Context: an optimization exercise on an open-source flow, tuned for small area and a short achievable clock period. The choices shown serve that exercise and are no tape-out recipe.
Only simulation tests tie the RTL to the original design; equivalence was not proved.

==> inputs of trial 28 <==
## md_unit
module md_unit #(
    parameter int MUL_LAT = 5,
    parameter int DIV_LAT = 10
) (
    input  logic        clk,
    input  logic        resetn,
    input  logic        start,
    input  logic        valid,
    input  logic [2:0]  op,
    input  logic [31:0] A,
    input  logic [31:0] B,
    output logic        busy,
    output logic [31:0] HI,
    output logic [31:0] LO
);
==> flow/config.mk <==
export PLATFORM = sky130hd
export DESIGN_NAME = md_unit
export DESIGN_NICKNAME = md_unit
export VERILOG_FILES = /design/flow/design.v
export SDC_FILE = /design/flow/constraint.sdc
export NUM_CORES = 4
export LEC_CHECK = 0
export ABC_AREA = 1
export CAP_MARGIN = 60
export CORE_MARGIN = 2
export CORE_UTILIZATION = 70
export PLACE_DENSITY = 0.8
export SLEW_MARGIN = 60
export BUFFER_PORTS_ARGS = -buffer_cell sky130_fd_sc_hd__buf_1
export CTS_ARGS = -sink_clustering_enable -repair_clock_nets -dont_use_dummy_load
==> flow/constraint.sdc <==
create_clock -name core_clock -period 110.0 [get_ports {clk}]
set_input_delay 22.0000 -clock core_clock [delete_from_list [all_inputs] [get_ports {clk}]]
set_output_delay 22.0000 -clock core_clock [all_outputs]
set_load 0.01 [all_outputs]
standard.sh (not shown) runs the stock make flow with config.mk's settings and CLKGATE_MAP_FILE= SYNTH_SCRIPT=/design/flow/synth_recipe.tcl, a recipe that flattens the netlist after the stock synthesis.
==> flow/flow/run.sh <==
#!/bin/bash
set -euo pipefail
cat >> config.mk <<'EOF'
export BUFFER_PORTS_ARGS = -buffer_cell sky130_fd_sc_hd__buf_1
export CTS_ARGS = -sink_clustering_enable -repair_clock_nets -dont_use_dummy_load
EOF
bash standard.sh > standard.log 2>&1
==> inputs of build 47, as changes to trial 28 <==
--- a/flow/design.v
+++ b/flow/design.v
@@ -20,10 +20,11 @@
     logic        first_q;    
     logic        last_q;     
     logic        ybit_q;     
     logic        negq_q;     
     logic        negr_q;     
+    logic        q31_q, q30_q;  
     logic        sb_q;       
     logic [31:0] hi_q, lo_q;
     logic [31:0] m_q;        
     logic [31:0] sh_q;       
     logic [34:0] acc_q;      
@@ -88,39 +89,33 @@
         brow = rca35(acc, pp, neg);
     endfunction
     logic [34:0] macc [0:4];
     logic [31:0] msh  [0:4];
     logic        myb  [0:4];
-    logic [35:0] mfix;
-    always_comb begin
-        macc[0] = acc_q;
+    logic [32:0] mnext;
+    always_comb begin
+        macc[0] = {{3{acc_q[32]}}, acc_q[28:0], acc_q[31:29]};
         msh[0]  = sh_q;
         myb[0]  = ybit_q;
-        mfix    = '0;
         for (int k = 0; k < 4; k++) begin
             logic [35:0] s;
-            logic [2:0]  dig;
-            dig = {msh[k][1:0], myb[k]};
-            if (k == 0 && last_q)
-                dig = {2'b00, ~sgn_q & ybit_q};
-            s         = brow(macc[k], dig, mx, mx2);
-            if (k == 0)
-                mfix = s;
+            s         = brow(macc[k], {msh[k][1:0], myb[k]}, mx, mx2);
             macc[k+1] = {{2{s[34]}}, s[34:2]};
             msh[k+1]  = {s[1:0], msh[k][31:2]};
             myb[k+1]  = msh[k][1];
         end
     end
+    assign mnext = macc[4][32:0];
     logic        sa, sb;
     logic [31:0] absa;
     logic [32:0] dneg;       
     logic        dcin;
     assign sa   = sgn_q & sh_q[31];
     assign sb   = sb_q;
-    assign absa = cneg(sh_q, sa);
+    assign absa = cneg(sh_q, sa & first_q);    
     assign dneg = {1'b1, m_q};
-    assign dcin = ~sb;
+    assign dcin = isdiv_q & ~sb;
     logic top1, dz, d1, d2, d3;
     assign top1 = &m_q[31:2];
     assign dz = top1 & ~sb & (m_q[1:0] == 2'd3);
     assign d1 = top1 & (m_q[1:0] == (sb ? 2'd3 : 2'd2));
     assign d2 = top1 & (m_q[1:0] == (sb ? 2'd2 : 2'd1));
@@ -138,34 +133,31 @@
     end
     logic [31:0] drem [0:3];
     logic [2:0]  dq;
     logic [2:0]  dbit;
     assign drem[0] = acc_q[31:0] | {30'd0, r2 & {2{first_q}}};
-    assign dbit    = first_q ? absa[29:27] : sh_q[31:29];
+    assign dbit    = isdiv_q ? absa[29:27] : acc_q[31:29];
     always_comb begin
         for (int k = 0; k < 3; k++) begin
             logic [32:0] rr;
             logic [33:0] t;
             logic [36:0] cy;
+            logic        sel;
             rr        = {drem[k], dbit[2-k]};
             cy        = bk_carry({3'd0, rr & dneg}, {3'd0, rr ^ dneg}, dcin);
             t         = {cy[33], rr ^ dneg ^ cy[32:0]};
+            sel       = isdiv_q ? t[33] : (k == 2) & ~sgn_q & ybit_q;
             dq[2-k]   = t[33];
-            drem[k+1] = t[33] ? t[31:0] : rr[31:0];
+            drem[k+1] = sel ? t[31:0] : rr[31:0];
         end
     end
     logic [31:0] quo;
-    assign quo = {sh_q[28:0], dq};
+    assign quo = {q31_q, q30_q, sh_q[26:0], dq};
     logic [31:0] res_hi, res_lo;
     always_comb begin
-        if (isdiv_q) begin
-            res_hi = cneg(drem[3], negr_q);
-            res_lo = cneg(quo, negq_q);
-        end else begin
-            res_hi = mfix[31:0];
-            res_lo = sh_q;
-        end
+        res_hi = cneg(drem[3], negr_q);
+        res_lo = isdiv_q ? cneg(quo, negq_q) : sh_q;
     end
     always_ff @(posedge clk or negedge resetn) begin
         if (!resetn) begin
             busy_q <= 1'b0;
             hi_q   <= '0;
@@ -201,19 +193,21 @@
             cnt_q   <= cnt_q - 4'd1;
             first_q <= 1'b0;
             last_q  <= (cnt_q == 4'd1);
             if (first_q) begin
                 negq_q <= (sa ^ sb) & ~dz;
-                negr_q <= sa;
+                negr_q <= sa & isdiv_q;
+                q31_q  <= q31;
+                q30_q  <= q30;
             end
             if (!isdiv_q) begin
-                acc_q  <= macc[4];
+                acc_q  <= {{2{mnext[32]}}, mnext[32], mnext[2:0], mnext[31:3]};
                 sh_q   <= msh[4];
                 ybit_q <= myb[4];
             end else begin
                 acc_q <= {3'd0, drem[3]};
-                sh_q  <= first_q ? {absa[26:0], q31, q30, dq} : {sh_q[28:0], dq};
+                sh_q  <= {absa[28:0], dq};
             end
         end
     end
     assign busy = busy_q;
     assign HI   = hi_q;
==> flow/flow/run.sh (replaced) <==
#!/bin/bash
set -euo pipefail
here=$(pwd)
cat >> config.mk <<EOF
export BUFFER_PORTS_ARGS = -inputs -buffer_cell sky130_fd_sc_hd__buf_2
export PRE_GLOBAL_PLACE_TCL = $here/flow/outbuf.tcl
export CTS_ARGS = -sink_clustering_enable -repair_clock_nets -dont_use_dummy_load
EOF
bash standard.sh > standard.log 2>&1
==> flow/flow/outbuf.tcl (new file) <==
buffer_ports -outputs -buffer_cell sky130_fd_sc_hd__buf_1
BUFFER_PORTS_ARGS = -inputs -buffer_cell sky130_fd_sc_hd__buf_2   (was -buffer_cell sky130_fd_sc_hd__buf_1)
CAP_MARGIN = 55   (was 60)
CORE_UTILIZATION = 65   (was 70)
PLACE_DENSITY = 0.75   (was 0.8)
PRE_GLOBAL_PLACE_TCL = /design/flow/flow/outbuf.tcl   (was default)
SLEW_MARGIN = 55   (was 60)
==> notes <==
Build 47 completed without violations. Trial 28 produced a clean layout.
Against build 47, the via count of trial 28 is larger by 7.2%.
Clock-buffer cell count is the same in trial 28 and build 47.
Between build 47 and trial 28, the lower synthesized cell count is in build 47 (gap about 2.7%, measured against trial 28).
Of trial 28 and build 47, trial 28 has the higher first-iteration DRC count (gap 16%, measured against build 47).
Of trial 28 and build 47, build 47 has the higher worst hold slack (gap 31 ps).

static timing again, ports no longer ideal:
The flow's constraints put no driver on any port. The routed layouts listed below were extracted and timed again, unchanged, in two steps. Step 1 sets driving cells, clkbuf_16 on the clock port and buf_2 on the other inputs (assumed; they add their load-dependent delay and slew). Step 2 moves the port delays by t, midway between the first and last clock arrival at a register: inputs arrive t later, outputs are due t later. That takes back most of the time a late clock gives input paths. Slacks: ideal / step 1 / step 2; pairs: ideal / step 1.
run | shift t [ns] | setup slack, ns | worst setup path after step 2 | worst data-port slew with drivers (ns) | cell pins on the clock port's net
trial 28 | 0.497 | 86.287 / 86.318 / 85.820 | input to register | 0.05 | 1
build 47 | 0.510 | 86.885 / 86.913 / 86.403 | input to register | 0.04 | 1
After both steps every run listed still meets setup and hold. For build 47, which loses most, drivers alone change the setup slack by +0.028 ns; drivers and shift together by -0.482 ns.
